Context: an optimization exercise on an open-source flow, tuned for small area and a short achievable clock period. The choices shown serve that exercise and are no tape-out recipe. Only simulation tests tie the RTL to the original design; equivalence was not proved. Power figures rest on the tool's default switching activity, not on a simulated workload.

==> run.sh <==
#!/bin/bash
# synth_recipe.tcl (not shown) runs the flow's synth.tcl, then flattens the netlist and writes it again
# the make line also repeats each setting of config.mk as NAME=value (left out here)
make -C /OpenROAD-flow-scripts/flow DESIGN_CONFIG=/design/flow/config.mk WORK_HOME=/design/flow/orfs CLKGATE_MAP_FILE= SYNTH_SCRIPT=/design/flow/synth_recipe.tcl finish
==> config.mk <==
export PLATFORM = sky130hd
export DESIGN_NAME = decode_top
export DESIGN_NICKNAME = decode_top
export VERILOG_FILES = /design/flow/design.v
export SDC_FILE = /design/flow/constraint.sdc
export NUM_CORES = 4
export LEC_CHECK = 0
export CAP_MARGIN = 20
export CORE_MARGIN = 2
export CORE_UTILIZATION = 40
export SLEW_MARGIN = 20
==> constraint.sdc <==
create_clock -name core_clock -period 4.5 [get_ports {clk}]
set_input_delay 0.9000 -clock core_clock [delete_from_list [all_inputs] [get_ports {clk}]]
set_output_delay 0.9000 -clock core_clock [all_outputs]
set_load 0.01 [all_outputs]
==> design.v <==
`timescale 1ns/1ps
package isa_pkg;
    localparam int REG_AW = 5;  
    localparam logic [5:0] OP_RTYPE = 6'h00;
    localparam logic [5:0] OP_J     = 6'h02;
    localparam logic [5:0] OP_JAL   = 6'h03;
    localparam logic [5:0] OP_BEQ   = 6'h04;
    localparam logic [5:0] OP_BNE   = 6'h05;
    localparam logic [5:0] OP_ADDI  = 6'h08;
    localparam logic [5:0] OP_ANDI  = 6'h0c;
    localparam logic [5:0] OP_ORI   = 6'h0d;
    localparam logic [5:0] OP_LUI   = 6'h0f;
    localparam logic [5:0] OP_LB    = 6'h20;
    localparam logic [5:0] OP_LW    = 6'h23;
    localparam logic [5:0] OP_SW    = 6'h2b;
    localparam logic [5:0] FN_SLL  = 6'h00;
    localparam logic [5:0] FN_JR   = 6'h08;
    localparam logic [5:0] FN_JALR = 6'h09;
    localparam logic [5:0] FN_ADD  = 6'h20;
    localparam logic [5:0] FN_SUB  = 6'h22;
    localparam logic [5:0] FN_AND  = 6'h24;
    localparam logic [5:0] FN_OR   = 6'h25;
    localparam logic [5:0] FN_SLT  = 6'h2a;
    localparam logic [1:0] ALU_ADD   = 2'b00;
    localparam logic [1:0] ALU_SUB   = 2'b01;
    localparam logic [1:0] ALU_RTYPE = 2'b10;  
    localparam logic [1:0] ALU_LOGIC = 2'b11;
    localparam logic [1:0] WD_BYTE = 2'b01;
    localparam logic [1:0] WD_WORD = 2'b11;
    localparam int CLS_W = 4;
    localparam logic [CLS_W-1:0] CL_ILLEGAL = 4'd0;
    localparam logic [CLS_W-1:0] CL_RALU    = 4'd1;
    localparam logic [CLS_W-1:0] CL_JR      = 4'd2;
    localparam logic [CLS_W-1:0] CL_JALR    = 4'd3;
    localparam logic [CLS_W-1:0] CL_ADDI    = 4'd4;
    localparam logic [CLS_W-1:0] CL_LOGIC   = 4'd5;
    localparam logic [CLS_W-1:0] CL_LUI     = 4'd6;
    localparam logic [CLS_W-1:0] CL_LW      = 4'd7;
    localparam logic [CLS_W-1:0] CL_LB      = 4'd8;
    localparam logic [CLS_W-1:0] CL_SW      = 4'd9;
    localparam logic [CLS_W-1:0] CL_BRANCH  = 4'd10;
    localparam logic [CLS_W-1:0] CL_J       = 4'd11;
    localparam logic [CLS_W-1:0] CL_JAL     = 4'd12;
    typedef struct packed {
        logic [5:0]        opcode;
        logic [REG_AW-1:0] rs;
        logic [REG_AW-1:0] rt;
        logic [REG_AW-1:0] rd;
        logic [4:0]        shamt;
        logic [5:0]        funct;
    } r_fmt_t;
    typedef struct packed {
        logic [5:0]        opcode;
        logic [REG_AW-1:0] rs;
        logic [REG_AW-1:0] rt;
        logic [15:0]       imm16;
    } i_fmt_t;
    typedef struct packed {
        logic [5:0]  opcode;
        logic [25:0] target26;
    } j_fmt_t;
    typedef union packed {
        r_fmt_t r;
        i_fmt_t i;
        j_fmt_t j;
    } instr_u;
endpackage
`timescale 1ns/1ps
package pipe_pkg;
    localparam int DATA_W = 32;
    localparam int INGRESS_DEPTH = 4;
    localparam int EGRESS_CREDITS = 2;
    localparam int CRED_W = $clog2(EGRESS_CREDITS + 1);
endpackage
`timescale 1ns/1ps
import isa_pkg::*;
import pipe_pkg::*;
module instr_ingress (
    input  logic              clk,
    input  logic              i_rst_n,
    input  logic              i_instr_valid,
    input  logic [CLS_W-1:0]  i_cls,
    input  logic [25:0]       i_instr,
    input  logic [DATA_W-1:0] i_pc4,
    input  logic              i_pop,
    output logic              o_not_empty,
    output logic [CLS_W-1:0]  o_head_cls,
    output logic [25:0]       o_head_instr,
    output logic [DATA_W-1:0] o_head_pc4,
    output logic [REG_AW-1:0] o_head_rs,
    output logic [REG_AW-1:0] o_head_rt
);
    localparam int EW = CLS_W + 26 + DATA_W;
    typedef logic [$clog2(INGRESS_DEPTH)-1:0]   ptr_t;
    typedef logic [$clog2(INGRESS_DEPTH+1)-1:0] cnt_t;
    logic [EW-1:0] mem [INGRESS_DEPTH];
    ptr_t wr_ptr;
    ptr_t rd_ptr;
    ptr_t rd_ptr_1;
    cnt_t count;
    logic push;
    logic pop;
    logic [EW-1:0] head;
    logic [2*REG_AW-1:0] next_rsrt;
    assign push = i_instr_valid;  
    assign pop  = i_pop;          
    assign rd_ptr_1 = rd_ptr + 1'b1;
    always_ff @(posedge clk) begin
        if (push) begin
            mem[wr_ptr] <= {i_cls, i_instr, i_pc4};
        end
    end
    always_ff @(posedge clk or negedge i_rst_n) begin
        if (!i_rst_n) begin
            wr_ptr <= '0;
            rd_ptr <= '0;
            count  <= '0;
        end else begin
            if (push) wr_ptr <= wr_ptr + 1'b1;
            if (pop)  rd_ptr <= rd_ptr_1;
            if (push && !pop) begin
                count <= count + 1'b1;
            end else if (pop && !push) begin
                count <= count - 1'b1;
            end
        end
    end
    assign next_rsrt = mem[rd_ptr_1][DATA_W+25 -: 2*REG_AW];
    always_ff @(posedge clk) begin
        if (count == cnt_t'(pop)) begin
            {o_head_rs, o_head_rt} <= i_instr[25:16];
        end else if (pop) begin
            {o_head_rs, o_head_rt} <= next_rsrt;
        end
    end
    assign o_not_empty = (count != '0);
    assign head        = mem[rd_ptr];
    assign {o_head_cls, o_head_instr, o_head_pc4} = head;
endmodule
`timescale 1ns/1ps
import isa_pkg::*;
import pipe_pkg::*;
module register_file (
    input  logic              clk,
    input  logic              i_rst_n,
    input  logic              i_we,
    input  logic [REG_AW-1:0] i_wr_addr,
    input  logic [DATA_W-1:0] i_wr_data,
    input  logic [REG_AW-1:0] i_rd_addr1,
    input  logic [REG_AW-1:0] i_rd_addr2,
    output logic [DATA_W-1:0] o_rd_data1,
    output logic [DATA_W-1:0] o_rd_data2
);
    localparam int NR = 2**REG_AW;
    logic [DATA_W-1:0] regs [1:NR-1];
    logic [NR-1:1]     valid;
    logic [NR-1:1]     wsel;
    logic [NR-1:1]     rsel1;
    logic [NR-1:1]     rsel2;
    logic [DATA_W-1:0] rd1;
    logic [DATA_W-1:0] rd2;
    logic              hit1;
    logic              hit2;
    always_comb begin
        for (int i = 1; i < NR; i++) begin
            wsel[i]  = i_we && (i_wr_addr == REG_AW'(i));  
            rsel1[i] = valid[i] && (i_rd_addr1 == REG_AW'(i));
            rsel2[i] = valid[i] && (i_rd_addr2 == REG_AW'(i));
        end
    end
    always_ff @(posedge clk or negedge i_rst_n) begin
        if (!i_rst_n) begin
            valid <= '0;
        end else begin
            valid <= valid | wsel;
        end
    end
    always_ff @(posedge clk) begin
        for (int i = 1; i < NR; i++) begin
            if (wsel[i]) regs[i] <= i_wr_data;
        end
    end
    always_comb begin
        rd1 = '0;
        rd2 = '0;
        for (int i = 1; i < NR; i++) begin
            rd1 = rd1 | ({DATA_W{rsel1[i]}} & regs[i]);
            rd2 = rd2 | ({DATA_W{rsel2[i]}} & regs[i]);
        end
    end
    assign hit1 = i_we && (i_wr_addr == i_rd_addr1) && (i_rd_addr1 != '0);
    assign hit2 = i_we && (i_wr_addr == i_rd_addr2) && (i_rd_addr2 != '0);
    assign o_rd_data1 = hit1 ? i_wr_data : rd1;
    assign o_rd_data2 = hit2 ? i_wr_data : rd2;
endmodule
`timescale 1ns/1ps
import isa_pkg::*;
module instr_classify (
    input  logic [5:0]       i_opcode,
    input  logic [5:0]       i_funct,
    output logic [CLS_W-1:0] o_cls
);
    always_comb begin
        case (i_opcode)
            OP_RTYPE: begin
                case (i_funct)
                    FN_ADD, FN_SUB, FN_AND, FN_OR, FN_SLT, FN_SLL: o_cls = CL_RALU;
                    FN_JR:   o_cls = CL_JR;
                    FN_JALR: o_cls = CL_JALR;
                    default: o_cls = CL_ILLEGAL;
                endcase
            end
            OP_ADDI:         o_cls = CL_ADDI;
            OP_ANDI, OP_ORI: o_cls = CL_LOGIC;
            OP_LUI:          o_cls = CL_LUI;
            OP_LW:           o_cls = CL_LW;
            OP_LB:           o_cls = CL_LB;
            OP_SW:           o_cls = CL_SW;
            OP_BEQ, OP_BNE:  o_cls = CL_BRANCH;
            OP_J:            o_cls = CL_J;
            OP_JAL:          o_cls = CL_JAL;
            default:         o_cls = CL_ILLEGAL;
        endcase
    end
endmodule
module control_unit (
    input  logic [CLS_W-1:0] i_cls,
    output logic       o_reg_dst,
    output logic       o_alu_src,
    output logic [1:0] o_alu_op,
    output logic       o_branch,
    output logic       o_jump,
    output logic       o_jump_reg,
    output logic       o_link,
    output logic       o_mem_read,
    output logic       o_mem_write,
    output logic       o_mem_to_reg,
    output logic       o_reg_write,
    output logic       o_imm_signed,
    output logic [1:0] o_width,
    output logic       o_illegal,
    output logic       o_lui
);
    always_comb begin
        o_reg_dst    = 1'b0;
        o_alu_src    = 1'b0;
        o_alu_op     = ALU_ADD;
        o_branch     = 1'b0;
        o_jump       = 1'b0;
        o_jump_reg   = 1'b0;
        o_link       = 1'b0;
        o_mem_read   = 1'b0;
        o_mem_write  = 1'b0;
        o_mem_to_reg = 1'b0;
        o_reg_write  = 1'b0;
        o_imm_signed = 1'b0;
        o_width      = 2'b00;
        o_illegal    = 1'b0;
        o_lui        = 1'b0;
        case (i_cls)
            CL_RALU: begin
                o_reg_dst   = 1'b1;
                o_alu_op    = ALU_RTYPE;
                o_reg_write = 1'b1;
            end
            CL_JR: o_jump_reg = 1'b1;
            CL_JALR: begin
                o_jump_reg  = 1'b1;
                o_link      = 1'b1;
                o_reg_dst   = 1'b1;
                o_reg_write = 1'b1;
            end
            CL_ADDI: begin
                o_alu_src    = 1'b1;
                o_reg_write  = 1'b1;
                o_imm_signed = 1'b1;
            end
            CL_LOGIC: begin
                o_alu_src   = 1'b1;
                o_alu_op    = ALU_LOGIC;
                o_reg_write = 1'b1;
            end
            CL_LUI: begin
                o_alu_src   = 1'b1;
                o_reg_write = 1'b1;
                o_lui       = 1'b1;
            end
            CL_LW, CL_LB: begin
                o_alu_src    = 1'b1;
                o_mem_read   = 1'b1;
                o_mem_to_reg = 1'b1;
                o_reg_write  = 1'b1;
                o_imm_signed = 1'b1;
                o_width      = (i_cls == CL_LB) ? WD_BYTE : WD_WORD;
            end
            CL_SW: begin
                o_alu_src    = 1'b1;
                o_mem_write  = 1'b1;
                o_imm_signed = 1'b1;
                o_width      = WD_WORD;
            end
            CL_BRANCH: begin
                o_branch     = 1'b1;
                o_alu_op     = ALU_SUB;
                o_imm_signed = 1'b1;
            end
            CL_J: o_jump = 1'b1;
            CL_JAL: begin
                o_jump      = 1'b1;
                o_link      = 1'b1;
                o_reg_write = 1'b1;
            end
            default: o_illegal = 1'b1;
        endcase
    end
endmodule
`timescale 1ns/1ps
import isa_pkg::*;
import pipe_pkg::*;
module instruction_decode (
    input  logic              clk,
    input  logic              i_rst_n,
    input  logic              i_issue,
    input  logic [CLS_W-1:0]  i_cls,
    input  logic [25:0]       i_instr,
    input  logic [DATA_W-1:0] i_pc4,
    input  logic [REG_AW-1:0] i_rs,
    input  logic [REG_AW-1:0] i_rt,
    input  logic              i_wb_we,
    input  logic [REG_AW-1:0] i_wb_addr,
    input  logic [DATA_W-1:0] i_wb_data,
    output logic              o_dec_valid,
    output logic [REG_AW-1:0] o_rs,
    output logic [REG_AW-1:0] o_rt,
    output logic [REG_AW-1:0] o_rd,
    output logic [4:0]        o_shamt,
    output logic [DATA_W-1:0] o_reg_da,
    output logic [DATA_W-1:0] o_reg_db,
    output logic [DATA_W-1:0] o_immediate,
    output logic [DATA_W-1:0] o_jmp_addr,
    output logic [DATA_W-1:0] o_pc4,
    output logic              o_reg_dst,
    output logic              o_alu_src,
    output logic [1:0]        o_alu_op,
    output logic              o_branch,
    output logic              o_jump,
    output logic              o_jump_reg,
    output logic              o_link,
    output logic              o_mem_read,
    output logic              o_mem_write,
    output logic              o_mem_to_reg,
    output logic              o_reg_write,
    output logic              o_imm_signed,
    output logic [1:0]        o_width,
    output logic              o_illegal
);
    logic [DATA_W-1:0] rd_data1;
    logic [DATA_W-1:0] rd_data2;
    logic [DATA_W-1:0] imm_ext;
    logic [15:0]       imm16;
    logic              c_reg_dst, c_alu_src, c_branch, c_jump, c_jump_reg, c_link;
    logic              c_mem_read, c_mem_write, c_mem_to_reg, c_reg_write;
    logic              c_imm_signed, c_illegal, c_lui;
    logic [1:0]        c_alu_op;
    logic [1:0]        c_width;
    register_file u_regfile (
        .clk        (clk),
        .i_rst_n    (i_rst_n),
        .i_we       (i_wb_we),
        .i_wr_addr  (i_wb_addr),
        .i_wr_data  (i_wb_data),
        .i_rd_addr1 (i_rs),
        .i_rd_addr2 (i_rt),
        .o_rd_data1 (rd_data1),
        .o_rd_data2 (rd_data2)
    );
    control_unit u_ctrl (
        .i_cls        (i_cls),
        .o_reg_dst    (c_reg_dst),
        .o_alu_src    (c_alu_src),
        .o_alu_op     (c_alu_op),
        .o_branch     (c_branch),
        .o_jump       (c_jump),
        .o_jump_reg   (c_jump_reg),
        .o_link       (c_link),
        .o_mem_read   (c_mem_read),
        .o_mem_write  (c_mem_write),
        .o_mem_to_reg (c_mem_to_reg),
        .o_reg_write  (c_reg_write),
        .o_imm_signed (c_imm_signed),
        .o_width      (c_width),
        .o_illegal    (c_illegal),
        .o_lui        (c_lui)
    );
    assign imm16 = i_instr[15:0];
    always_comb begin
        if (c_lui) begin
            imm_ext = {imm16, 16'h0000};  
        end else if (c_imm_signed) begin
            imm_ext = {{16{imm16[15]}}, imm16};
        end else begin
            imm_ext = {16'h0000, imm16};
        end
    end
    always_ff @(posedge clk or negedge i_rst_n) begin
        if (!i_rst_n) begin
            o_dec_valid <= 1'b0;
        end else begin
            o_dec_valid <= i_issue;  
        end
    end
    always_ff @(posedge clk) begin
        {o_reg_dst, o_alu_src, o_alu_op, o_branch, o_jump, o_jump_reg, o_link,
         o_mem_read, o_mem_write, o_mem_to_reg, o_reg_write, o_imm_signed,
         o_width, o_illegal} <=
            {c_reg_dst, c_alu_src, c_alu_op, c_branch, c_jump, c_jump_reg, c_link,
             c_mem_read, c_mem_write, c_mem_to_reg, c_reg_write, c_imm_signed,
             c_width, c_illegal};
        {o_rs, o_rt, o_rd, o_shamt} <= i_instr[25:6];
        o_reg_da    <= rd_data1;
        o_reg_db    <= rd_data2;
        o_immediate <= imm_ext;
        o_jmp_addr  <= {i_pc4[31:28], i_instr, 2'b00};
        o_pc4       <= i_pc4;
    end
endmodule
`timescale 1ns/1ps
import pipe_pkg::*;
module decode_egress (
    input  logic clk,
    input  logic i_rst_n,
    input  logic i_not_empty,
    input  logic i_dec_credit,
    output logic o_issue
);
    logic [CRED_W-1:0] credits;  
    assign o_issue = i_not_empty && (credits != '0);
    always_ff @(posedge clk or negedge i_rst_n) begin
        if (!i_rst_n) begin
            credits <= CRED_W'(EGRESS_CREDITS);
        end else if (o_issue && !i_dec_credit) begin
            credits <= credits - 1'b1;
        end else if (i_dec_credit && !o_issue) begin
            credits <= credits + 1'b1;
        end
    end
endmodule
`timescale 1ns/1ps
import isa_pkg::*;
import pipe_pkg::*;
module decode_top (
    input  logic              clk,
    input  logic              i_rst_n,
    input  logic              i_instr_valid,
    input  logic [DATA_W-1:0] i_instr,
    input  logic [DATA_W-1:0] i_pc4,
    output logic              o_instr_credit,
    input  logic              i_wb_we,
    input  logic [REG_AW-1:0] i_wb_addr,
    input  logic [DATA_W-1:0] i_wb_data,
    input  logic              i_dec_credit,
    output logic              o_dec_valid,
    output logic [REG_AW-1:0] o_rs,
    output logic [REG_AW-1:0] o_rt,
    output logic [REG_AW-1:0] o_rd,
    output logic [4:0]        o_shamt,
    output logic [DATA_W-1:0] o_reg_da,
    output logic [DATA_W-1:0] o_reg_db,
    output logic [DATA_W-1:0] o_immediate,
    output logic [DATA_W-1:0] o_jmp_addr,
    output logic [DATA_W-1:0] o_pc4,
    output logic              o_reg_dst,
    output logic              o_alu_src,
    output logic [1:0]        o_alu_op,
    output logic              o_branch,
    output logic              o_jump,
    output logic              o_jump_reg,
    output logic              o_link,
    output logic              o_mem_read,
    output logic              o_mem_write,
    output logic              o_mem_to_reg,
    output logic              o_reg_write,
    output logic              o_imm_signed,
    output logic [1:0]        o_width,
    output logic              o_illegal
);
    logic              issue;
    logic              not_empty;
    logic [CLS_W-1:0]  in_cls;
    logic [CLS_W-1:0]  head_cls;
    logic [25:0]       head_instr;
    logic [DATA_W-1:0] head_pc4;
    logic [REG_AW-1:0] head_rs;
    logic [REG_AW-1:0] head_rt;
    logic              dec_valid;
    instr_classify u_classify (
        .i_opcode (i_instr[31:26]),
        .i_funct  (i_instr[5:0]),
        .o_cls    (in_cls)
    );
    instr_ingress u_ingress (
        .clk           (clk),
        .i_rst_n       (i_rst_n),
        .i_instr_valid (i_instr_valid),
        .i_cls         (in_cls),
        .i_instr       (i_instr[25:0]),
        .i_pc4         (i_pc4),
        .i_pop         (issue),
        .o_not_empty   (not_empty),
        .o_head_cls    (head_cls),
        .o_head_instr  (head_instr),
        .o_head_pc4    (head_pc4),
        .o_head_rs     (head_rs),
        .o_head_rt     (head_rt)
    );
    instruction_decode u_decode (
        .clk          (clk),
        .i_rst_n      (i_rst_n),
        .i_issue      (issue),
        .i_cls        (head_cls),
        .i_instr      (head_instr),
        .i_pc4        (head_pc4),
        .i_rs         (head_rs),
        .i_rt         (head_rt),
        .i_wb_we      (i_wb_we),
        .i_wb_addr    (i_wb_addr),
        .i_wb_data    (i_wb_data),
        .o_dec_valid  (dec_valid),
        .o_rs         (o_rs),
        .o_rt         (o_rt),
        .o_rd         (o_rd),
        .o_shamt      (o_shamt),
        .o_reg_da     (o_reg_da),
        .o_reg_db     (o_reg_db),
        .o_immediate  (o_immediate),
        .o_jmp_addr   (o_jmp_addr),
        .o_pc4        (o_pc4),
        .o_reg_dst    (o_reg_dst),
        .o_alu_src    (o_alu_src),
        .o_alu_op     (o_alu_op),
        .o_branch     (o_branch),
        .o_jump       (o_jump),
        .o_jump_reg   (o_jump_reg),
        .o_link       (o_link),
        .o_mem_read   (o_mem_read),
        .o_mem_write  (o_mem_write),
        .o_mem_to_reg (o_mem_to_reg),
        .o_reg_write  (o_reg_write),
        .o_imm_signed (o_imm_signed),
        .o_width      (o_width),
        .o_illegal    (o_illegal)
    );
    assign o_dec_valid    = dec_valid;
    assign o_instr_credit = dec_valid;
    decode_egress u_egress (
        .clk          (clk),
        .i_rst_n      (i_rst_n),
        .i_not_empty  (not_empty),
        .i_dec_credit (i_dec_credit),
        .o_issue      (issue)
    );
endmodule
==> flow_summary_export.csv, run 1 <==
group,metric,value,unit
global_routing,grt_pass1_vias,54600,
flow_run,cap_violations,0,
logic_synthesis,yosys.area.top_type_share,59.6,%
place,hpwl,299,mm
cells_and_area,layout.nets,5717,
logic_synthesis,synth.most_common_cell,"edfxtp_1",
place,gp_congestion,1.13,
clock_network,hold_buffers,0,
setup_path,endpoint_kind,"flip-flop",
timing,finalWorstSetupSlack,324,ps
hold_path,hp-class,"input pin to asynchronous set/reset pin",
timing,hold_viol,0,
clock_network,cts.clk_slew.worst_paths,60,ps
setup_path,critPathBufInv,1,
timing,fmax,239,MHz
clock_network,numCtsBuffers,163,
cells_and_area,multiInputGateArea,0.0196,mm²
logic_synthesis,ys_seq_area_share,66.6,%
logic_synthesis,async_reset_ff_share,2.81,%
power,p_int,30.5,mW
timing,slew_violations,0,
drt,detail-route-antenna-nets,0,
global_routing,gr-total-overflow,0,
setup_path,crit_family,"simple AND/OR/NAND/NOR gates",
clock_network,cts_tree,"built",
clock_network,cts_setup_buffers,0,
drt,detail_route.vias_per_cell,7.89,
timing,worst_slew_pin_slew,1320,ps
clock_network,clkLatencyLatePin,880,ps
power,clockPowerShare,27.7,%
cells_and_area,fin_util,49.8,%
place,postPlaceCellArea,0.0718,mm²
power,p_per_area,678,mW/mm²
cells_and_area,final_area,0.0779,mm²
clock_network,cts_resized,0,
timing,setup_violations,0,
global_routing,grt_pass1_wl,557,mm
cells_and_area,drive_gt1_share,18.5,%
cells_and_area,synthToLayoutAreaGrowth,23.7,%
logic_synthesis,synth_commonest_cells,"edfxtp_1 (1250), nand2_1 (672), nand3_1 (596)",
logic_synthesis,synth_ff_type,"edfxtp_1",
logic_synthesis,ys_ff_latch,1460,
setup_path,cp_slowest_stage_delay,960,ps
cells_and_area,largest_reg_flops,992,
setup_path,path_class,"flip-flop to flip-flop",
drt,routed_wl,442,mm
drt,dr.pass1.iters,8,
drt,wl_per_cell,55.9,µm
logic_synthesis,syn_inst,5033,
run_status,status,"no timing/DRC/antenna violations",
global_routing,grt_usage,53.4,%
floorplan,top_level_ports,304,
clock_network,ctsRootBufferMaster,"clkbuf_16",
clock_network,clk_path_buf_depth,3,
power,p_sw,22.3,mW
drt,vias,62500,
global_routing,antenna_found_initial,87,
setup_path,cp_slowest_cell,"edfxtp_1",
power,pwr-share-seq,34.1,%
floorplan,std_cell_rows,145,
timing,rsz0062_at_grt,"false",
power,combPwrFrac,38.2,%
timing,tns,0,ps
drt,drt_iter0_drc,13700,
power,switching_share,42.3,%
floorplan,die_width,401,µm
floorplan,start_util,40.3,%
logic_synthesis,synth_area_leaders,"edfxtp_1 (60%), dfxtp_1 (5.4%), nand3_1 (4.7%)",
cells_and_area,top_regs,"u_decode.u_regfile.regs: 992 flops, u_ingress.mem: 248 flops",
timing,hold_ws,173,ps
drt,drcViolationCount,0,
cells_and_area,nFillCells,13800,
cells_and_area,seqCellArea,0.0420,mm²
floorplan,core,0.156,mm²
power,p_leak,26.1,nW
timing,min_period_over_period,92.8,%
place,numPortBuffers,301,
global_routing,grt_max_degree,53,
timing,relSlewSlack,11.7,%
power,ir_drop,0.000619,V
logic_synthesis,synth_edf_count,1250,
floorplan,die_h,401,µm
setup_path,required,5240,ps
timing,period_needed,4180,ps
setup_path,critPathLaunchType,"flip-flop",
setup_path,cp_data_arrival_time,4920,ps
setup_path,crit_chain,"nor2b_2, buf_4, nand2_2, o22ai_1, a31oi_1, and3_1, a41oi_1",
timing,fin_skew,63.0,ps
logic_synthesis,synth_area,0.0630,mm²
setup_path,r2r_slack,320,ps
logic_synthesis,yosys_warnings,7,
logic_synthesis,avgSynthCellArea,12.5,µm²
place,dp_slack,216,ps
logic_synthesis,yosysTopAreaCell,"edfxtp_1",
floorplan,die_area,0.161,mm²
clock_network,htree_levels,4,
setup_path,cp_max_fo,14,
logic_synthesis,ys_types,91,
cells_and_area,top_register,"u_decode.u_regfile.regs",
clock_network,cts.sinks,1460,
-- area by class of cell --
| type | instances | area share (%) |
|---|---|---|
| Clock inverter | 91 | 1.81 |
| Tap cell | 2058 | 3.30 |
| Sequential cell | 1460 | 53.9 |
| Antenna cell | 111 | 0.356 |
| Inverter | 12 | 0.0578 |
| Clock buffer | 215 | 5.68 |
| Timing Repair Buffer | 818 | 9.80 |
| Multi-Input combinational cell | 3149 | 25.1 |
-- per-stage QoR --
| step | instances | total power, mW |
|---|---|---|
| after floorplan | 5034 | 24.8 |
| after global placement | 7495 | 36.4 |
| after detailed placement | 7496 | 36.3 |
| after CTS | 7802 | 50.7 |
| after global routing | 7811 | 52.2 |
| final | 7914 | 52.8 |
-- kinds of logic (layout without fill, tap and decap cells) --
logic type / after synthesis / count (layout) / share of synthesized area (%)
buffers and inverters: 425 / 1136 / 3.12
xor gates and xnor gates: 17 / 17 / 0.236
AOI/OAI and AO/OA: 1070 / 1070 / 12.0
other: 1 / 113 / 0.00595
muxes: 87 / 87 / 2.84
DFF: 1460 / 1460 / 66.6
adders and majority gates: 7 / 7 / 0.151
and+or+nand+nor: 1966 / 1966 / 15.0
-- power groups by stage --
stage,Combinational (mW),Sequential (mW),Clock [mW]
after floorplan,7.57,17.2,0
after global placement,18.3,18.1,0
after detailed placement,18.2,18.1,0
after CTS,18.2,17.9,14.5
after global routing,19.2,18.0,15.1
final,20.2,18.0,14.6
-- cells in the final DEF (no fill, tap or decap), types with 16 or more instances in the layout --
| cell type | instances |
|---|---|
| edfxtp_1 | 1250 |
| nand2_1 | 663 |
| nand3_1 | 596 |
| buf_4 | 453 |
| o22ai_1 | 316 |
| clkdlybuf4s50_1 | 290 |
| nor2_1 | 190 |
| dfxtp_1 | 169 |
| clkbuf_16 | 163 |
| o21ai_0 | 154 |
| a31oi_1 | 114 |
| diode_2 | 111 |
| a32oi_1 | 94 |
| o2111ai_1 | 77 |
| mux4_2 | 72 |
| and3_1 | 67 |
| nor4_1 | 63 |
| buf_12 | 63 |
| nand4_1 | 61 |
| a311oi_1 | 51 |
| or2_2 | 39 |
| nor2_4 | 37 |
| o211ai_1 | 37 |
| clkbuf_1 | 37 |
| nor3_1 | 34 |
| nor2_2 | 32 |
| a21oi_1 | 31 |
| a2bb2oi_1 | 27 |
| o32a_1 | 26 |
| dfrtp_2 | 26 |
| nor2b_1 | 25 |
| bufinv_16 | 24 |
| clkinv_1 | 22 |
| o221ai_1 | 22 |
| or4_1 | 21 |
| clkinv_2 | 20 |
| a21o_1 | 18 |
| nand2b_1 | 17 |
| nand3b_1 | 16 |
| nand2_2 | 16 |
-- worst paths after layout --
kind	startpoint	endpoint	depth (start not counted)
max	u_ingress.o_head_rs[0]$_DFFE_PP_	u_decode.o_reg_da[23]$_DFF_P_	7
min in group core_clock	u_ingress.count[2]$_DFFE_PN0P_	u_ingress.count[2]$_DFFE_PN0P_	1
max in group asynchronous	i_rst_n	u_decode.u_regfile.valid[25]$_DFF_PN0_	1
min	i_rst_n	u_decode.u_regfile.valid[2]$_DFF_PN0_	1
max reg2reg	u_ingress.o_head_rs[0]$_DFFE_PP_	u_decode.o_reg_da[23]$_DFF_P_	7
min reg2reg	u_ingress.count[2]$_DFFE_PN0P_	u_ingress.count[2]$_DFFE_PN0P_	1
-- routing by layer --
layer  track usage (%)  share of wire, %
met1              63.4                34
met2              68.3                37
met3              30.8                17
met4              44.3                11
met5              3.54              0.26
==> inputs of run 2 (changes only) <==
--- a/design.v
+++ b/design.v
@@ -90,3 +90,5 @@
     output logic [REG_AW-1:0] o_head_rs,
-    output logic [REG_AW-1:0] o_head_rt
+    output logic [REG_AW-1:0] o_head_rt,
+    output logic [REG_AW-1:0] o_next_rs,
+    output logic [REG_AW-1:0] o_next_rt
 );
@@ -128,9 +130,14 @@
     assign next_rsrt = mem[rd_ptr_1][DATA_W+25 -: 2*REG_AW];
-    always_ff @(posedge clk) begin
+    always_comb begin
         if (count == cnt_t'(pop)) begin
-            {o_head_rs, o_head_rt} <= i_instr[25:16];
+            {o_next_rs, o_next_rt} = i_instr[25:16];
         end else if (pop) begin
-            {o_head_rs, o_head_rt} <= next_rsrt;
+            {o_next_rs, o_next_rt} = next_rsrt;
+        end else begin
+            {o_next_rs, o_next_rt} = {o_head_rs, o_head_rt};
         end
     end
+    always_ff @(posedge clk) begin
+        {o_head_rs, o_head_rt} <= {o_next_rs, o_next_rt};
+    end
     assign o_not_empty = (count != '0);
@@ -148,4 +155,6 @@
     input  logic [DATA_W-1:0] i_wr_data,
-    input  logic [REG_AW-1:0] i_rd_addr1,
+    input  logic [REG_AW-1:0] i_rd_addr1,       
     input  logic [REG_AW-1:0] i_rd_addr2,
+    input  logic [REG_AW-1:0] i_next_rd_addr1,  
+    input  logic [REG_AW-1:0] i_next_rd_addr2,
     output logic [DATA_W-1:0] o_rd_data1,
@@ -156,2 +165,3 @@
     logic [NR-1:1]     valid;
+    logic [NR-1:1]     valid_next;
     logic [NR-1:1]     wsel;
@@ -165,7 +175,6 @@
         for (int i = 1; i < NR; i++) begin
-            wsel[i]  = i_we && (i_wr_addr == REG_AW'(i));  
-            rsel1[i] = valid[i] && (i_rd_addr1 == REG_AW'(i));
-            rsel2[i] = valid[i] && (i_rd_addr2 == REG_AW'(i));
+            wsel[i] = i_we && (i_wr_addr == REG_AW'(i));  
         end
     end
+    assign valid_next = valid | wsel;
     always_ff @(posedge clk or negedge i_rst_n) begin
@@ -174,3 +183,3 @@
         end else begin
-            valid <= valid | wsel;
+            valid <= valid_next;
         end
@@ -180,2 +189,4 @@
             if (wsel[i]) regs[i] <= i_wr_data;
+            rsel1[i] <= valid_next[i] && (i_next_rd_addr1 == REG_AW'(i));
+            rsel2[i] <= valid_next[i] && (i_next_rd_addr2 == REG_AW'(i));
         end
@@ -328,2 +339,4 @@
     input  logic [REG_AW-1:0] i_rt,
+    input  logic [REG_AW-1:0] i_next_rs,
+    input  logic [REG_AW-1:0] i_next_rt,
     input  logic              i_wb_we,
@@ -373,2 +386,4 @@
         .i_rd_addr2 (i_rt),
+        .i_next_rd_addr1 (i_next_rs),
+        .i_next_rd_addr2 (i_next_rt),
         .o_rd_data1 (rd_data1),
@@ -494,2 +509,4 @@
     logic [REG_AW-1:0] head_rt;
+    logic [REG_AW-1:0] next_rs;
+    logic [REG_AW-1:0] next_rt;
     logic              dec_valid;
@@ -513,3 +530,5 @@
         .o_head_rs     (head_rs),
-        .o_head_rt     (head_rt)
+        .o_head_rt     (head_rt),
+        .o_next_rs     (next_rs),
+        .o_next_rt     (next_rt)
     );
@@ -524,2 +543,4 @@
         .i_rt         (head_rt),
+        .i_next_rs    (next_rs),
+        .i_next_rt    (next_rt),
         .i_wb_we      (i_wb_we),
--- a/config.mk
+++ b/config.mk
@@ -7,2 +7,3 @@
 export LEC_CHECK = 0
+export ABC_CLOCK_PERIOD_IN_PS = 2300
 export CAP_MARGIN = 20
@@ -10,2 +11,3 @@
 export CORE_UTILIZATION = 40
+export SETUP_SLACK_MARGIN = 2.2
 export SLEW_MARGIN = 20
==> run 2 against run 1 <==
Effect of this change:
- still clean
- register-to-register slack improved by 1800 ps
- design area decreased by 11%
- die area down 7.8%
- critical path type is now flip-flop to output port
- largest cell class unchanged
==> flow_summary_export.csv, run 2 <==
group,metric,value,unit
timing,worst_slew_pin_slew,1120,ps
global_routing,grt_usage,30.5,%
cells_and_area,drive_gt1_share,22.6,%
power,p_leak,22.8,nW
power,ir_drop,0.000480,V
timing,fmax,414,MHz
global_routing,grt_max_degree,65,
place,hpwl,129,mm
setup_path,critPathLaunchType,"flip-flop",
clock_network,clkLatencyLatePin,840,ps
hold_path,hp-class,"input pin to asynchronous set/reset pin",
timing,tns,0,ps
timing,relSlewSlack,24.9,%
place,numPortBuffers,301,
floorplan,top_level_ports,304,
timing,min_period_over_period,53.6,%
flow_run,cap_violations,0,
clock_network,cts.sinks,1522,
logic_synthesis,synth_ff_type,"edfxtp_1",
power,pwr-share-seq,40.6,%
logic_synthesis,ys_types,60,
drt,detail_route.vias_per_cell,7.02,
power,p_per_area,659,mW/mm²
power,p_int,29.6,mW
power,combPwrFrac,30.4,%
logic_synthesis,avgSynthCellArea,16.1,µm²
place,gp_congestion,0.936,
cells_and_area,top_regs,"u_decode.u_regfile.regs: 992 flops, u_ingress.mem: 248 flops",
global_routing,grt_pass1_vias,40600,
global_routing,gr-total-overflow,0,
logic_synthesis,yosys.area.top_type_share,64.2,%
clock_network,numCtsBuffers,159,
cells_and_area,nFillCells,12100,
logic_synthesis,synth_commonest_cells,"edfxtp_1 (1240), a22oi_1 (511), dfxtp_1 (241)",
clock_network,htree_levels,4,
floorplan,die_width,385,µm
timing,hold_ws,63.5,ps
logic_synthesis,yosysTopAreaCell,"edfxtp_1",
global_routing,grt_pass1_wl,316,mm
cells_and_area,synthToLayoutAreaGrowth,19.9,%
cells_and_area,largest_reg_flops,992,
logic_synthesis,syn_inst,3614,
logic_synthesis,yosys_warnings,7,
cells_and_area,final_common_cell,"edfxtp_1",
floorplan,start_util,40.3,%
setup_path,required,3600,ps
cells_and_area,final_cell_mix,"edfxtp_1 (1240), a22oi_1 (511), nand4_1 (194), a22o_1 (194), a221oi_1 (191)",
floorplan,std_cell_rows,139,
logic_synthesis,ys_seq_area_share,74.3,%
drt,wl_per_cell,38.5,µm
drt,drcViolationCount,0,
power,switching_share,35.3,%
run_status,status,"no timing/DRC/antenna violations",
global_routing,antenna_found_initial,18,
floorplan,core,0.144,mm²
clock_network,clk_path_buf_depth,3,
drt,vias,42400,
power,clockPowerShare,29.0,%
logic_synthesis,synth.most_common_cell,"edfxtp_1",
drt,dr.pass1.iters,13,
power,p_sw,16.2,mW
cells_and_area,layout.nets,4107,
setup_path,cp_data_arrival_time,1510,ps
drt,routed_wl,232,mm
timing,setup_violations,0,
floorplan,die_area,0.148,mm²
clock_network,hold_buffers,0,
drt,drt_iter0_drc,8922,
logic_synthesis,ys_ff_latch,1522,
setup_path,path_class,"flip-flop to output port",
power,power.total,45.8,mW
floorplan,die_h,385,µm
clock_network,cts_tree,"built",
logic_synthesis,synth_area_leaders,"edfxtp_1 (64%), dfxtp_1 (8.3%), a22oi_1 (6.6%)",
timing,slew_violations,0,
logic_synthesis,synth_edf_count,1240,
setup_path,endpoint_kind,"output port",
setup_path,cp_max_fo,2,
drt,detail-route-antenna-nets,0,
timing,hold_viol,0,
logic_synthesis,synth_area,0.0580,mm²
logic_synthesis,async_reset_ff_share,2.69,%
timing,fin_skew,75.7,ps
clock_network,ctsRootBufferMaster,"clkbuf_16",
cells_and_area,top_register,"u_decode.u_regfile.regs",
timing,rsz0062_at_grt,"true",
timing,period_needed,2410,ps
clock_network,cts.clk_slew.worst_paths,60,ps
## run 2: cell types whose count changed after synthesis, sizes merged, moves of 133 or more
cell / delta
a221oi: +190
a22o: +192
a22oi: +500
nand2: -631
nand3: -574
nand4: +133
o21ai: -143
o22ai: -307
## run 2: cell type report
| type | instances | area (µm²) | share of cell area [%] |
|---|---|---|---|
| clock buffer | 207 | 4330 | 6.23 |
| timing repair buffer | 484 | 3950 | 5.69 |
| clock inverter | 91 | 995 | 1.43 |
| sequential | 1522 | 43300 | 62.2 |
| inverter | 40 | 150 | 0.216 |
| antenna | 9 | 22.5 | 0.0324 |
| multi-input combinational | 1787 | 14400 | 20.8 |
| tap | 1903 | 2380 | 3.42 |
## run 2: timing repair
item	in CTS	in global routing
buffers inserted	45	12
gates cloned	1	0
resized for setup	770	106
setup endpoints to repair	947	205
pin swaps	17	8
hold endpoints to repair	0	0
## run 2: power by group through the flow
stage          Clock (mW)  Combinational, mW  Sequential, mW
2_1_floorplan           0               7.25            18.0
3_5_place_dp            0               12.9            18.8
6_report             13.3               13.9            18.6
3_3_place_gp            0               12.9            18.8
4_1_cts              13.4               13.1            18.5
5_1_grt              14.0               14.5            18.6
## run 2: cells by family (layout without fill, tap and decap cells)
kind of cell	count (synthesis)	count (layout)	share of synthesized area, %
AO/OA/AOI/OAI	1064	1065	14.6
other	1	11	0.00646
XOR/XNOR	17	17	0.257
flip-flops	1522	1522	74.3
AND/OR/NAND/NOR	621	621	5.62
adder cells (fa/ha/maj)	7	7	0.164
buffers and inverters	307	822	2.26
multiplexers	75	75	2.85
## run 2: final timing paths
path | start | end | slack [ps] | depth (start not counted)
worst max-delay path | u_decode.o_dec_valid$_DFF_PN0_ | o_dec_valid | 2090 | 2
worst min register to register | u_decode.u_regfile.valid[13]$_DFF_PN0_ | u_decode.u_regfile.valid[13]$_DFF_PN0_ | 460 | 2
worst max register to register | u_decode.u_regfile.rsel2[7]$_DFF_P_ | u_decode.o_reg_db[13]$_DFF_P_ | 2100 | 6
max in group asynchronous | i_rst_n | u_decode.u_regfile.valid[22]$_DFF_PN0_ | 3960 | 1
min in group core_clock | u_decode.u_regfile.valid[13]$_DFF_PN0_ | u_decode.u_regfile.valid[13]$_DFF_PN0_ | 460 | 2
worst min-delay path | i_rst_n | u_decode.o_dec_valid$_DFF_PN0_ | 60 | 1
## run 2: routing by layer
layer  global-route usage [%]  vias to the layer above  part of all wire, %
met4                     17.4                       20                  7.4
met2                     44.4                     4361                   42
met5                    0.357                        -                 0.11
li1                         -                    16000                    -
met1                     38.4                    20900                   34
met3                     12.5                     1210                   16
## run 2: critical path, cell delays in order, from the launching register on
cell,delay [ps]
dfrtp_2,440
buf_6,130
buf_6,110
## run 2: stage by stage
step / std cells / instance area (µm²) / setup WS, ps / util (%)
after floorplan: 3615 / 58600 / 2050 / -
final: 6043 / 69500 / 2090 / 48.3
after global placement: 5678 / 63900 / 1010 / 44.5
after detailed placement: 5678 / 63900 / 955 / 44.4
after CTS: 6022 / 69500 / 2040 / 48.3
after global routing: 6036 / 69500 / 2050 / 48.3
==> inputs of run 3 (changes only) <==
==> flow/run.sh (new file) <==
#!/bin/bash
# The standard layout, with plain buffers (instead of the default delay
# cells) as the port buffers that global placement adds to every input and
# output port.
set -euo pipefail
cd "$(dirname "$0")/.."
export BUFFER_PORTS_ARGS="-buffer_cell sky130_fd_sc_hd__buf_2"
bash standard.sh > standard_flow.log 2>&1
==> standard.sh (new file) <==
#!/bin/bash
# synth_recipe.tcl (not shown) runs the flow's synth.tcl, then flattens the netlist and writes it again
# the make line also repeats each setting of config.mk as NAME=value (left out here)
make -C /OpenROAD-flow-scripts/flow DESIGN_CONFIG=/design/flow/config.mk WORK_HOME=/design/flow/orfs CLKGATE_MAP_FILE= SYNTH_SCRIPT=/design/flow/synth_recipe.tcl "${@:-finish}"
--- a/config.mk
+++ b/config.mk
@@ -11,2 +11,5 @@
 export CORE_UTILIZATION = 40
+export CTS_BUF_LIST = sky130_fd_sc_hd__clkbuf_8 sky130_fd_sc_hd__clkbuf_16
+export CTS_CLUSTER_DIAMETER = 100
+export CTS_CLUSTER_SIZE = 30
 export SETUP_SLACK_MARGIN = 2.2
removed: run.sh
==> run 3 against run 2 <==
Effect of this change:
- sequential share of layout area up 3.8 points
- critical path type is now flip-flop to flip-flop
- combinational power about the same
- clock skew down 11 ps
- clock power down 46%
==> flow_summary_export.csv, run 3 <==
group,metric,value,unit
cells_and_area,top_register,"u_decode.u_regfile.regs",
logic_synthesis,synth-xor-area-share,0.257,%
cells_and_area,layout.nets,4007,
logic_synthesis,synth_top_family_by_area,"compound AO/OA/AOI/OAI gates",
setup_path,path_class,"flip-flop to flip-flop",
power,power.total,39.7,mW
logic_synthesis,synth.area.mux_share,2.85,%
logic_synthesis,yosysTopAreaCell,"edfxtp_1",
timing,hold_viol,0,
flow_run,cap_violations,0,
power,switching_share,37.5,%
cells_and_area,largest_reg_flops,992,
power,p_int,24.8,mW
logic_synthesis,ys_types,60,
floorplan,std_cell_rows,139,
run_status,status,"no timing/DRC/antenna violations",
cells_and_area,fin_util,45.6,%
logic_synthesis,synth_area,0.0580,mm²
place,dp_slack,1100,ps
logic_synthesis,synth_ff_type,"edfxtp_1",
clock_network,ctsRootBufferMaster,"clkbuf_16",
global_routing,grt_usage,30.2,%
logic_synthesis,syn_inst,3614,
clock_network,htree_levels,2,
logic_synthesis,avgSynthCellArea,16.1,µm²
place,hpwl,131,mm
power,combPwrFrac,35.0,%
setup_path,crit_family,"compound AO/OA/AOI/OAI gates",
place,gp_congestion,0.937,
power,p_sw,14.9,mW
clock_network,clk_path_buf_depth,3,
drt,detail_route.vias_per_cell,7.07,
global_routing,grt_pass1_vias,39600,
power,p_per_area,606,mW/mm²
setup_path,endpoint_kind,"flip-flop",
drt,wl_per_cell,39.5,µm
logic_synthesis,ys_ff_latch,1522,
power,pwr-share-seq,47.0,%
floorplan,core,0.144,mm²
floorplan,start_util,40.3,%
logic_synthesis,yosys_warnings,7,
timing,relSlewSlack,16.0,%
logic_synthesis,synthSimpleGateAreaFrac,5.62,%
global_routing,grt_pass1_wl,312,mm
timing,hold_ws,226,ps
timing,slew_violations,0,
clock_network,cts.clk_slew.worst_paths,110,ps
drt,vias,41400,
global_routing,antenna_found_initial,20,
timing,finalWorstSetupSlack,2040,ps
clock_network,numCtsBuffers,60,
timing,tns,0,ps
drt,drt_iter0_drc,8606,
timing,min_period_over_period,54.6,%
drt,drcViolationCount,0,
setup_path,critPathLaunchType,"flip-flop",
cells_and_area,top_regs,"u_decode.u_regfile.regs: 992 flops, u_ingress.mem: 248 flops",
drt,detail-route-antenna-nets,0,
clock_network,cts.sinks,1522,
logic_synthesis,synth_area_leaders,"edfxtp_1 (64%), dfxtp_1 (8.3%), a22oi_1 (6.6%)",
cells_and_area,synthToLayoutAreaGrowth,13.0,%
setup_path,cp_slowest_stage_delay,600,ps
clock_network,clkLatencyLatePin,750,ps
cells_and_area,drive_gt1_share,22.1,%
timing,setup_violations,0,
setup_path,cp_max_fo,21,
power,ir_drop,0.000504,V
global_routing,gr-total-overflow,0,
global_routing,grt_max_degree,65,
cells_and_area,final_common_cell,"edfxtp_1",
logic_synthesis,synth-adder-area-share,0.164,%
power,clockPowerShare,18.0,%
logic_synthesis,yosys.area.top_type_share,64.2,%
logic_synthesis,synth.most_common_cell,"edfxtp_1",
timing,fmax,407,MHz
logic_synthesis,synth_commonest_cells,"edfxtp_1 (1240), a22oi_1 (511), dfxtp_1 (241)",
timing,worst_slew_pin_slew,1260,ps
clock_network,hold_buffers,0,
floorplan,die_h,385,µm
timing,period_needed,2460,ps
timing,fin_skew,64.9,ps
logic_synthesis,synth_edf_count,1240,
logic_synthesis,ys_seq_area_share,74.3,%
setup_path,cp_slowest_cell,"a222oi_1",
clock_network,cts_tree,"built",
logic_synthesis,async_reset_ff_share,2.69,%
place,numPortBuffers,301,
setup_path,crit_chain,"buf_8, a222oi_1, nand4_1, nor3_2, a21oi_1",
floorplan,top_level_ports,304,
floorplan,die_area,0.148,mm²
setup_path,cp_data_arrival_time,3020,ps
power,p_leak,21.3,nW
hold_path,hp-class,"input pin to asynchronous set/reset pin",
setup_path,required,5070,ps
cells_and_area,final_cell_mix,"edfxtp_1 (1240), a22oi_1 (511), buf_2 (301)",
logic_synthesis,synth-compound-area-share,14.6,%
drt,routed_wl,231,mm
timing,rsz0062_at_grt,"true",
drt,dr.pass1.iters,8,
floorplan,die_width,385,µm
setup_path,critPathBufInv,1,
run 3: metrics by stage:
step	area (µm²)	cells
global placement	62400	5669
finish	65500	5858
detailed placement	62400	5669
floorplan	58600	3615
global route	65500	5850
CTS	65000	5822
run 3: cell families (layout without fill, tap and decap cells):
family	Yosys count	in the layout
muxes	75	75
other	1	11
xor gates and xnor gates	17	17
adders and majority gates	7	7
DFF	1522	1522
and+or+nand+nor	621	624
AOI/OAI and AO/OA	1064	1064
buffers and inverters	307	635
run 3: area by class of cell:
cell class	instances	area [µm²]
Multi-Input combinational cell	1789	14500
Clock inverter	50	359
Antenna cell	9	22.5
Inverter	40	150
Timing Repair Buffer	481	3270
Clock buffer	64	1580
Fill cell	12500	78300
Tap cell	1903	2380
Sequential cell	1522	43200
run 3: metal layers:
metal | share of wire [%] | GRT usage [%]
met1 | 35 | 38.6
met2 | 42 | 44.1
met3 | 16 | 12.3
met4 | 6.7 | 15.4
met5 | 0.14 | 0.325
run 3: worst paths after layout:
kind / from / end / slack [ps] / cells after the start
max: u_decode.u_regfile.rsel2[22]$_DFF_P_ / u_decode.o_reg_db[14]$_DFF_P_ / 2040 / 5
min: i_rst_n / u_decode.o_dec_valid$_DFF_PN0_ / 230 / 2
max reg2reg: u_decode.u_regfile.rsel2[22]$_DFF_P_ / u_decode.o_reg_db[14]$_DFF_P_ / 2040 / 5
min reg2reg: u_decode.u_regfile.valid[28]$_DFF_PN0_ / u_decode.u_regfile.valid[28]$_DFF_PN0_ / 470 / 2
max in group asynchronous: i_rst_n / u_ingress.rd_ptr[0]$_DFFE_PN0P_ / 3810 / 2
min in group core_clock: i_pc4[17] / u_ingress.mem[1][17]$_DFFE_PP_ / 360 / 1
run 3: power by group through the flow:
stage | Clock [mW] | Sequential [mW] | Combinational (mW)
floorplan | 0 | 18.0 | 7.25
global placement | 0 | 18.8 | 12.0
detailed placement | 0 | 18.9 | 12.0
CTS | 7.18 | 18.5 | 12.8
global route | 7.62 | 18.6 | 14.5
finish | 7.16 | 18.6 | 13.9
run 3: repair_timing:
item | 4_1_cts | 5_1_grt
setup buffers | 37 | 26
gates cloned | 2 | 1
pin swaps | 11 | 16
setup endpoints to repair | 319 | 158
resized for setup | 74 | 68
==> inputs of run 4 (changes only) <==
--- a/design.v
+++ b/design.v
@@ -91,12 +91,13 @@
     output logic [REG_AW-1:0] o_head_rt,
-    output logic [REG_AW-1:0] o_next_rs,
-    output logic [REG_AW-1:0] o_next_rt
+    output logic              o_next_in,   
+    output logic              o_next_q,    
+    output logic [REG_AW-1:0] o_q_rs,      
+    output logic [REG_AW-1:0] o_q_rt
 );
     localparam int EW = CLS_W + 26 + DATA_W;
-    typedef logic [$clog2(INGRESS_DEPTH)-1:0]   ptr_t;
     typedef logic [$clog2(INGRESS_DEPTH+1)-1:0] cnt_t;
     logic [EW-1:0] mem [INGRESS_DEPTH];
-    ptr_t wr_ptr;
-    ptr_t rd_ptr;
-    ptr_t rd_ptr_1;
+    logic [INGRESS_DEPTH-1:0] wr_oh;
+    logic [INGRESS_DEPTH-1:0] rd_oh;
+    logic [INGRESS_DEPTH-1:0] rd_oh_1;
     cnt_t count;
@@ -105,9 +106,9 @@
     logic [EW-1:0] head;
-    logic [2*REG_AW-1:0] next_rsrt;
-    assign push = i_instr_valid;  
-    assign pop  = i_pop;          
-    assign rd_ptr_1 = rd_ptr + 1'b1;
+    logic [EW-1:0] head_1;
+    assign push    = i_instr_valid;  
+    assign pop     = i_pop;          
+    assign rd_oh_1 = {rd_oh[INGRESS_DEPTH-2:0], rd_oh[INGRESS_DEPTH-1]};
     always_ff @(posedge clk) begin
-        if (push) begin
-            mem[wr_ptr] <= {i_cls, i_instr, i_pc4};
+        for (int k = 0; k < INGRESS_DEPTH; k++) begin
+            if (push && wr_oh[k]) mem[k] <= {i_cls, i_instr, i_pc4};
         end
@@ -116,8 +117,8 @@
         if (!i_rst_n) begin
-            wr_ptr <= '0;
-            rd_ptr <= '0;
-            count  <= '0;
+            wr_oh <= INGRESS_DEPTH'(1);
+            rd_oh <= INGRESS_DEPTH'(1);
+            count <= '0;
         end else begin
-            if (push) wr_ptr <= wr_ptr + 1'b1;
-            if (pop)  rd_ptr <= rd_ptr_1;
+            if (push) wr_oh <= {wr_oh[INGRESS_DEPTH-2:0], wr_oh[INGRESS_DEPTH-1]};
+            if (pop)  rd_oh <= rd_oh_1;
             if (push && !pop) begin
@@ -129,17 +130,21 @@
     end
-    assign next_rsrt = mem[rd_ptr_1][DATA_W+25 -: 2*REG_AW];
     always_comb begin
-        if (count == cnt_t'(pop)) begin
-            {o_next_rs, o_next_rt} = i_instr[25:16];
-        end else if (pop) begin
-            {o_next_rs, o_next_rt} = next_rsrt;
-        end else begin
-            {o_next_rs, o_next_rt} = {o_head_rs, o_head_rt};
+        head   = '0;
+        head_1 = '0;
+        for (int k = 0; k < INGRESS_DEPTH; k++) begin
+            head   = head   | ({EW{rd_oh[k]}}   & mem[k]);
+            head_1 = head_1 | ({EW{rd_oh_1[k]}} & mem[k]);
         end
     end
+    assign o_next_in = (count == cnt_t'(pop));
+    assign o_next_q  = pop;
+    assign {o_q_rs, o_q_rt} = head_1[DATA_W+25 -: 2*REG_AW];
     always_ff @(posedge clk) begin
-        {o_head_rs, o_head_rt} <= {o_next_rs, o_next_rt};
+        if (o_next_in) begin
+            {o_head_rs, o_head_rt} <= i_instr[25:16];
+        end else if (o_next_q) begin
+            {o_head_rs, o_head_rt} <= {o_q_rs, o_q_rt};
+        end
     end
     assign o_not_empty = (count != '0);
-    assign head        = mem[rd_ptr];
     assign {o_head_cls, o_head_instr, o_head_pc4} = head;
@@ -157,4 +162,8 @@
     input  logic [REG_AW-1:0] i_rd_addr2,
-    input  logic [REG_AW-1:0] i_next_rd_addr1,  
-    input  logic [REG_AW-1:0] i_next_rd_addr2,
+    input  logic              i_next_in,
+    input  logic              i_next_q,
+    input  logic [REG_AW-1:0] i_in_addr1,
+    input  logic [REG_AW-1:0] i_in_addr2,
+    input  logic [REG_AW-1:0] i_q_addr1,
+    input  logic [REG_AW-1:0] i_q_addr2,
     output logic [DATA_W-1:0] o_rd_data1,
@@ -189,4 +198,8 @@
             if (wsel[i]) regs[i] <= i_wr_data;
-            rsel1[i] <= valid_next[i] && (i_next_rd_addr1 == REG_AW'(i));
-            rsel2[i] <= valid_next[i] && (i_next_rd_addr2 == REG_AW'(i));
+            rsel1[i] <= valid_next[i] && (i_next_in ? (i_in_addr1 == REG_AW'(i)) :
+                                          i_next_q  ? (i_q_addr1  == REG_AW'(i)) :
+                                                      (i_rd_addr1 == REG_AW'(i)));
+            rsel2[i] <= valid_next[i] && (i_next_in ? (i_in_addr2 == REG_AW'(i)) :
+                                          i_next_q  ? (i_q_addr2  == REG_AW'(i)) :
+                                                      (i_rd_addr2 == REG_AW'(i)));
         end
@@ -339,4 +352,8 @@
     input  logic [REG_AW-1:0] i_rt,
-    input  logic [REG_AW-1:0] i_next_rs,
-    input  logic [REG_AW-1:0] i_next_rt,
+    input  logic              i_next_in,
+    input  logic              i_next_q,
+    input  logic [REG_AW-1:0] i_in_rs,
+    input  logic [REG_AW-1:0] i_in_rt,
+    input  logic [REG_AW-1:0] i_q_rs,
+    input  logic [REG_AW-1:0] i_q_rt,
     input  logic              i_wb_we,
@@ -386,4 +403,8 @@
         .i_rd_addr2 (i_rt),
-        .i_next_rd_addr1 (i_next_rs),
-        .i_next_rd_addr2 (i_next_rt),
+        .i_next_in  (i_next_in),
+        .i_next_q   (i_next_q),
+        .i_in_addr1 (i_in_rs),
+        .i_in_addr2 (i_in_rt),
+        .i_q_addr1  (i_q_rs),
+        .i_q_addr2  (i_q_rt),
         .o_rd_data1 (rd_data1),
@@ -509,4 +530,6 @@
     logic [REG_AW-1:0] head_rt;
-    logic [REG_AW-1:0] next_rs;
-    logic [REG_AW-1:0] next_rt;
+    logic              next_in;
+    logic              next_q;
+    logic [REG_AW-1:0] q_rs;
+    logic [REG_AW-1:0] q_rt;
     logic              dec_valid;
@@ -531,4 +554,6 @@
         .o_head_rt     (head_rt),
-        .o_next_rs     (next_rs),
-        .o_next_rt     (next_rt)
+        .o_next_in     (next_in),
+        .o_next_q      (next_q),
+        .o_q_rs        (q_rs),
+        .o_q_rt        (q_rt)
     );
@@ -543,4 +568,8 @@
         .i_rt         (head_rt),
-        .i_next_rs    (next_rs),
-        .i_next_rt    (next_rt),
+        .i_next_in    (next_in),
+        .i_next_q     (next_q),
+        .i_in_rs      (i_instr[25:21]),
+        .i_in_rt      (i_instr[20:16]),
+        .i_q_rs       (q_rs),
+        .i_q_rt       (q_rt),
         .i_wb_we      (i_wb_we),
--- a/config.mk
+++ b/config.mk
@@ -13,4 +13,4 @@
 export CTS_CLUSTER_DIAMETER = 100
-export CTS_CLUSTER_SIZE = 30
-export SETUP_SLACK_MARGIN = 2.2
+export CTS_CLUSTER_SIZE = 25
+export SETUP_SLACK_MARGIN = 2.3
 export SLEW_MARGIN = 20
==> run 4 against run 3 <==
Effect of this change:
- setup slack better by 110 ps
- non-clock buffer count up 7
- global-route usage up 1.2 points
- combinational power down 42%
- synthesized cell count up 5.0%
- clock power up 8.0%
- critical path type unchanged
==> flow_summary_export.csv, run 4 <==
group,metric,value,unit
run_status,status,"no timing/DRC/antenna violations",
place,numPortBuffers,301,
floorplan,core,0.145,mm²
floorplan,die_area,0.149,mm²
power,switching_share,33.0,%
drt,routed_wl,241,mm
cells_and_area,drive_gt1_share,21.6,%
floorplan,die_width,386,µm
global_routing,gr-total-overflow,0,
setup_path,cp_slowest_stage_delay,610,ps
drt,wl_per_cell,39.8,µm
timing,rsz0062_at_grt,"true",
clock_network,ctsRootBufferMaster,"clkbuf_16",
power,combPwrFrac,24.5,%
logic_synthesis,synth_area_leaders,"edfxtp_1 (64%), dfxtp_1 (7.9%), a22oi_1 (7.7%)",
cells_and_area,largest_reg_flops,992,
clock_network,clkLatencyLatePin,760,ps
floorplan,die_h,386,µm
logic_synthesis,synth_ff_type,"edfxtp_1",
power,pwr-share-seq,51.9,%
timing,min_period_over_period,52.2,%
power,p_int,21.9,mW
timing,setup_violations,0,
power,p_per_area,491,mW/mm²
hold_path,hp-class,"input pin to asynchronous set/reset pin",
cells_and_area,top_regs,"u_decode.u_regfile.regs: 992 flops, u_ingress.mem: 248 flops",
logic_synthesis,synth_commonest_cells,"edfxtp_1 (1250), a22oi_1 (601), dfxtp_1 (231)",
cells_and_area,final_cell_mix,"edfxtp_1 (1250), a22oi_1 (590), buf_2 (285)",
drt,drcViolationCount,0,
timing,fmax,425,MHz
place,hpwl,132,mm
setup_path,r2r_slack,2150,ps
setup_path,r2r_start,"u_decode.u_regfile.rsel1[16]$_DFF_P_",
setup_path,cp_slowest_cell,"dfxtp_2",
setup_path,timing.rr.end,"u_decode.o_reg_da[0]$_DFF_P_",
logic_synthesis,ys_types,62,
setup_path,crit_chain,"buf_6, a22o_1, a221oi_1, nand4_1, nor3_2, a21oi_1",
logic_synthesis,synth_edf_count,1250,
logic_synthesis,yosysTopAreaCell,"edfxtp_1",
setup_path,endpoint_kind,"flip-flop",
power,p_sw,10.8,mW
clock_network,htree_levels,3,
timing,slew_violations,0,
floorplan,start_util,40.1,%
logic_synthesis,yosys.area.top_type_share,64.4,%
drt,drt_iter0_drc,9789,
timing,fin_skew,47.2,ps
drt,dr.pass1.iters,10,
global_routing,grt_pass1_vias,40900,
clock_network,cts_tree,"built",
logic_synthesis,yosys_warnings,8,
clock_network,cts.clk_slew.worst_paths,100,ps
cells_and_area,nFillCells,12600,
clock_network,hold_buffers,0,
setup_path,crit_family,"compound AO/OA/AOI/OAI gates",
global_routing,grt_max_degree,65,
timing,finalWorstSetupSlack,2150,ps
cells_and_area,synthToLayoutAreaGrowth,14.3,%
cells_and_area,top_register,"u_decode.u_regfile.regs",
logic_synthesis,ys_seq_area_share,74.3,%
setup_path,cp_max_fo,18,
timing,period_needed,2350,ps
floorplan,top_level_ports,304,
floorplan,std_cell_rows,140,
logic_synthesis,avgSynthCellArea,15.4,µm²
global_routing,grt_pass1_wl,325,mm
timing,tns,0,ps
cells_and_area,final_common_cell,"edfxtp_1",
drt,detail_route.vias_per_cell,7.19,
drt,detail-route-antenna-nets,0,
timing,hold_ws,257,ps
setup_path,cp_data_arrival_time,2910,ps
global_routing,antenna_found_initial,19,
clock_network,numCtsBuffers,72,
setup_path,r2r_cells,6,
logic_synthesis,async_reset_ff_share,2.95,%
logic_synthesis,synth_area,0.0583,mm²
flow_run,cap_violations,0,
power,ir_drop,0.000310,V
place,dp_slack,1220,ps
setup_path,path_class,"flip-flop to flip-flop",
setup_path,critPathLaunchType,"flip-flop",
clock_network,cts.sinks,1526,
setup_path,critPathBufInv,1,
place,gp_congestion,0.934,
timing,worst_slew_pin_slew,1090,ps
logic_synthesis,syn_inst,3794,
timing,relSlewSlack,27.6,%
clock_network,clk_path_buf_depth,3,
global_routing,grt_usage,31.4,%
drt,vias,43500,
logic_synthesis,ys_ff_latch,1526,
cells_and_area,layout.nets,4178,
power,clockPowerShare,23.6,%
timing,hold_viol,0,
setup_path,required,5060,ps
power,p_leak,22.0,nW
logic_synthesis,synth.most_common_cell,"edfxtp_1",
-- run 4: how the worst max path moves through the flow --
stage	from	end	slack [ps]	depth (start not counted)
after floorplan	i_wb_addr[4]	u_decode.u_regfile.regs[28][0]$_DFFE_PP_	2050	3
after global placement	i_wb_addr[4]	u_decode.o_reg_db[9]$_DFF_P_	770	7
after detailed placement	i_wb_addr[0]	u_decode.u_regfile.regs[22][15]$_DFFE_PP_	1220	4
after CTS	u_decode.o_dec_valid$_DFF_PN0_	o_instr_credit	2210	1
after global routing	u_decode.o_dec_valid$_DFF_PN0_	o_instr_credit	2210	1
final	u_decode.u_regfile.rsel1[16]$_DFF_P_	u_decode.o_reg_da[0]$_DFF_P_	2150	6
-- run 4: through the flow --
stage	total power, mW	area [µm²]	cells	utilization (%)
final	32.7	66600	6055	45.9
after global routing	33.5	66600	6049	45.9
after CTS	31.8	65800	6022	45.3
after detailed placement	23.6	62600	5844	43.1
after global placement	23.6	62600	5842	43.1
after floorplan	20.4	58900	3795	-
-- run 4: area by class of cell --
| type | count | area (µm²) | share of cell area, % |
|---|---|---|---|
| flip-flops and latches | 1526 | 43500 | 65.3 |
| multi-input cells | 1931 | 14800 | 22.2 |
| repair buffers | 488 | 3460 | 5.20 |
| well taps | 1917 | 2400 | 3.60 |
| clock buffers | 72 | 1800 | 2.71 |
| clock inverters | 62 | 430 | 0.646 |
| inverters | 50 | 193 | 0.289 |
| diodes | 9 | 22.5 | 0.0338 |
-- run 4: layer usage --
| layer | share of wire [%] | vias to the layer above | GRT usage [%] |
|---|---|---|---|
| li1 | - | 16400 | - |
| met1 | 34 | 21200 | 39.6 |
| met2 | 42 | 4604 | 45.5 |
| met3 | 17 | 1283 | 13.7 |
| met4 | 7.4 | 26 | 16.2 |
| met5 | 0.096 | - | 0.390 |
-- run 4: logic make-up (layout without fill, tap and decap cells) --
group,after synthesis,in the layout,synth area share (%)
other cells,1,11,0.00643
simple gates,628,631,5.43
compound gates,1270,1270,17.3
mux,11,11,0.208
buf+inv,341,672,2.51
xor+xnor,14,14,0.210
flops,1526,1526,74.3
fa+ha+maj,3,3,0.0773
-- run 4: power by group through the flow --
| stage | Sequential (mW) | Combinational, mW | Clock [mW] |
|---|---|---|---|
| 3_3_place_gp | 17.2 | 6.40 | 0 |
| 6_report | 17.0 | 8.01 | 7.73 |
| 5_1_grt | 16.9 | 8.31 | 8.26 |
| 2_1_floorplan | 16.5 | 3.91 | 0 |
| 3_5_place_dp | 17.1 | 6.44 | 0 |
| 4_1_cts | 16.8 | 7.13 | 7.80 |
-- run 4: repair_timing --
action | 4_1_cts | 5_1_grt
gates resized for setup | 158 | 117
pin swaps | 35 | 40
setup buffers | 42 | 23
setup endpoints to repair | 454 | 239
gates cloned | 2 | 1

afterwards: timing with drivers on the ports:
Ports are ideal in the flow. The routed layouts listed here were re-timed in OpenROAD. Step 1 (the two cells are an assumption about what drives the block):
set clk [get_ports {clk}]
set_driving_cell -lib_cell sky130_fd_sc_hd__clkbuf_16 $clk
set_driving_cell -lib_cell sky130_fd_sc_hd__buf_2 [delete_from_list [all_inputs] $clk]
Step 2 moves the port delays by t, midway between the first and last clock arrival at a register: inputs arrive t later, outputs are due t later. That takes back most of the time a late clock gives input paths. Three values: ideal ports, drivers, drivers and shift; two values: the first two.
run	t, ns	setup slack, ns	worst slew at a driven data input, ns	pins driven straight from the clock port
run 1	0.953	0.324 / 0.324 / -0.239	0.16	1
run 2	0.874	2.087 / 2.013 / 1.330	0.18	1
run 3	0.797	2.043 / 2.043 / 1.325	0.19	1
run 4	0.821	2.149 / 2.149 / 1.458	0.11	1
With both steps, setup timing fails in run 1, where it was met with ideal ports. For run 2, which loses most, drivers alone change the setup slack by -0.074 ns; drivers and shift together by -0.757 ns.
